This is an optimization exercise on Yosys and OpenROAD, whose aim is small area, a short achievable clock period and few clock cycles, not a production implementation.

== build 55 ==
==> module pe_array, before the edit <==
module pe_array (
    input  wire                 i_clk,
    input  wire                 i_rst,
    input  wire                 i_start,
    input  wire                 i_query_load,
    input  wire sw_pkg::query_t i_query,
    input  wire                 i_step,
    input  wire sw_pkg::base_t  i_step_base,
    input  wire                 i_last_step,
    output sw_pkg::hvec_t       o_h_scores,
    output logic                o_valid,
    output logic                o_last
);
    localparam int N = 16;
    localparam int W = 7;
    sw_pkg::query_t query_q;
    sw_pkg::hval_t  h  [N+1];    
    logic [5:0]     z  [N+1];    
    logic [5:0]     pm [N+1];    
    logic           v1;
    logic           l1;
    assign h[0] = '0;
    assign z[0] = '0;
    localparam int KL = 7;
    localparam int KH = 15;
    logic gt [KL:KH][KL:KH];     
    always_comb begin
        for (int a = KL; a <= KH; a++) begin
            for (int b = KL; b <= KH; b++) begin
                gt[a][b] = (z[a] > z[b]);
            end
        end
    end
    always_comb begin
        for (int c = 0; c <= N; c++) pm[c] = '0;
        for (int c = 8; c <= N; c++) begin
            for (int k = KL; k <= KH; k++) begin
                if (k >= (14 + c) / 3 && k < c) begin
                    logic win;
                    win = 1'b1;
                    for (int j = KL; j <= KH; j++) begin
                        if (j >= (14 + c) / 3 && j < c) begin
                            if (j < k) win = win & !gt[j][k];
                            if (j > k) win = win & gt[k][j];
                        end
                    end
                    pm[c] = pm[c] | (win ? z[k] : 6'd0);
                end
            end
        end
    end
    genvar gc;
    generate
        for (gc = 1; gc <= N; gc++) begin : g_col
            localparam int HB = $clog2(2 * gc + 1);
            localparam int DB = (gc == 1) ? 1 : $clog2(2 * gc - 1);
            localparam int FB = (2 * gc - 12 <= 0) ? 0 : $clog2(2 * gc - 11);
            localparam int FW = (FB > 0) ? FB : 1;
            logic [HB-1:0] hq;
            logic [HB-1:0] h1;
            logic [HB-1:0] h2;
            logic [FW-1:0] f1;
            logic [FW-1:0] fq;
            pe_cell #(.C(gc), .HB(HB), .DB(DB), .FB(FB), .FW(FW)) u_cell (
                .i_a      (query_q[(gc-1)*2 +: 2]),
                .i_b      (i_step_base),
                .i_h_diag (h[gc-1][DB-1:0]),
                .i_h_top  (hq),
                .i_f_top  (fq),
                .o_h      (h1),
                .o_f      (f1)
            );
            assign h[gc] = W'(hq);
            assign z[gc] = 6'(hq) + 6'(gc);
            if (gc >= 8) begin : g_gap
                logic [6:0] e;
                logic [6:0] thr;
                assign e   = 7'(pm[gc]) - 7'(11 + gc);
                assign thr = 7'(hq) + 7'(11 + gc);
                assign h2  = (7'(pm[gc]) > thr) ? e[HB-1:0] : hq;
            end else begin : g_nogap
                assign h2 = hq;
            end
            if (gc == 1) begin : g_h1
                logic hb;
                always_ff @(posedge i_clk) begin
                    if (i_start) hb <= 1'b0;
                    else if (i_step) hb <= h1[1];
                end
                assign hq = {hb, 1'b0};
            end else begin : g_h
                always_ff @(posedge i_clk) begin
                    if (i_start) hq <= '0;
                    else if (i_step) hq <= h1;
                    else hq <= h2;
                end
            end
            if (FB == 0) begin : g_nof
                assign fq = '0;
            end else begin : g_f
                always_ff @(posedge i_clk) begin
                    if (i_start) fq <= '0;
                    else if (i_step) fq <= f1;
                end
            end
            assign o_h_scores[(gc-1)*W +: W] = h[gc];
        end
    endgenerate
    always_ff @(posedge i_clk) begin
        if (i_query_load) query_q <= i_query;
    end
    always_ff @(posedge i_clk or posedge i_rst) begin
        if (i_rst) begin
            v1      <= 1'b0;
            l1      <= 1'b0;
            o_valid <= 1'b0;
            o_last  <= 1'b0;
        end else begin
            v1      <= i_step;
            l1      <= i_last_step;
            o_valid <= v1;
            o_last  <= l1;
        end
    end
endmodule
export LEC_CHECK = 0
export ABC_AREA = 1
export CAP_MARGIN = 20
export CORE_MARGIN = 2
export CORE_UTILIZATION = 40
export SLEW_MARGIN = 20
create_clock -name core_clock -period 10.0 [get_ports {i_clk}]
standard.sh (not shown) runs the stock make flow with config.mk's settings and CLKGATE_MAP_FILE= SYNTH_SCRIPT=/design/flow/synth_recipe.tcl, a recipe that flattens the netlist after the stock synthesis.
==> flow/flow/run.sh <==
#!/bin/bash
# Standard ORFS layout with three changes, none of which touches the design or
# its constraints:
#  - synthesis leaves adders to ABC instead of extracting them into half/full
#    adder cells (ADDER_MAP_FILE empty), so ABC can optimise the small
#    constant adders and comparators of this design;
#  - the port buffers are buf_2 cells instead of the delay buffer that
#    buffer_ports picks by default;
#  - timing repair aims at the margin given below.
set -euo pipefail
cd "$(dirname "$0")/.."
bash standard.sh ADDER_MAP_FILE= "BUFFER_PORTS_ARGS=-buffer_cell sky130_fd_sc_hd__buf_2" \
    SETUP_SLACK_MARGIN=5 finish > make_finish.log 2>&1
> inputs changed (build 55 -> trial 45)
--- a/flow/design.v
+++ b/flow/design.v
@@ -132,38 +132,32 @@
     logic [5:0]     pm [N+1];    
     logic           v1;
     logic           l1;
     assign h[0] = '0;
     assign z[0] = '0;
-    localparam int KL = 7;
-    localparam int KH = 15;
-    logic gt [KL:KH][KL:KH];     
-    always_comb begin
-        for (int a = KL; a <= KH; a++) begin
-            for (int b = KL; b <= KH; b++) begin
-                gt[a][b] = (z[a] > z[b]);
-            end
-        end
-    end
-    always_comb begin
-        for (int c = 0; c <= N; c++) pm[c] = '0;
-        for (int c = 8; c <= N; c++) begin
-            for (int k = KL; k <= KH; k++) begin
-                if (k >= (14 + c) / 3 && k < c) begin
-                    logic win;
-                    win = 1'b1;
-                    for (int j = KL; j <= KH; j++) begin
-                        if (j >= (14 + c) / 3 && j < c) begin
-                            if (j < k) win = win & !gt[j][k];
-                            if (j > k) win = win & gt[k][j];
-                        end
-                    end
-                    pm[c] = pm[c] | (win ? z[k] : 6'd0);
-                end
-            end
-        end
-    end
+    logic [5:0] m78, m89, m910, m1011, m1112, m1213, m1314, m1415, m9to12;
+    function automatic logic [5:0] max6(input logic [5:0] a, input logic [5:0] b);
+        max6 = (a > b) ? a : b;
+    endfunction
+    assign m78    = max6(z[7],  z[8]);
+    assign m89    = max6(z[8],  z[9]);
+    assign m910   = max6(z[9],  z[10]);
+    assign m1011  = max6(z[10], z[11]);
+    assign m1112  = max6(z[11], z[12]);
+    assign m1213  = max6(z[12], z[13]);
+    assign m1314  = max6(z[13], z[14]);
+    assign m1415  = max6(z[14], z[15]);
+    assign m9to12 = max6(m910, m1112);
+    assign pm[8]  = z[7];
+    assign pm[9]  = m78;
+    assign pm[10] = m89;
+    assign pm[11] = max6(m89, z[10]);
+    assign pm[12] = max6(m89, m1011);
+    assign pm[13] = m9to12;
+    assign pm[14] = max6(m9to12, z[13]);
+    assign pm[15] = max6(m9to12, m1314);
+    assign pm[16] = max6(max6(m1011, m1213), m1415);
     genvar gc;
     generate
         for (gc = 1; gc <= N; gc++) begin : g_col
             localparam int HB = $clog2(2 * gc + 1);
             localparam int DB = (gc == 1) ? 1 : $clog2(2 * gc - 1);
## What came out
- Total die area: trial 45 < build 55
- Side by side, clock network contribution to total cell area turned out higher in trial 45 than in build 55.
- Number of global-route vias before repair of trial 45 falls short of that of build 55 by more than 10%.
- NOTE: cell area after synthesis in trial 45 falls short of that of build 55
- In the flow results for trial 45 and build 55, the multi-input combinational cell count is smaller on trial 45.
- Summary of trial 45 over build 55: sequential cell count roughly the same.
- Cmp trial 45 vs build 55: flip-flop and latch share of the layout cell area higher in trial 45
- The final area in trial 45 was lower than what build 55 gave.
Function was not checked in any run of this note: the RTL went through the layout flow alone.

[separate check: timing with driven ports]
In the flow no input, the clock included, has a driving cell. The finished layouts below were timed again as built, in two steps.
Step 1: set_driving_cell puts a clkbuf_16 on i_clk and a buf_2 on each other input, an assumption about the parent block.
Step 2, shift: input delay + t, output delay - t, t = (earliest + latest rising clock arrival at the registers) / 2. This alone moves slack from input paths to output paths.
a / b / c = ideal / step 1 / step 2; a / b = the first two.
run | t, ns | slack for setup (ns) | hold WS [ns] | worst setup path at the end | pins driven straight from the clock port
build 55 | 0.574 | 5.362 / 5.362 / 5.362 | 0.352 / 0.352 / 0.352 | register to register | 1
trial 45 | 0.550 | 5.464 / 5.464 / 5.464 | 0.353 / 0.353 / 0.353 | register to register | 1
After both steps setup and hold are still met in every run listed.
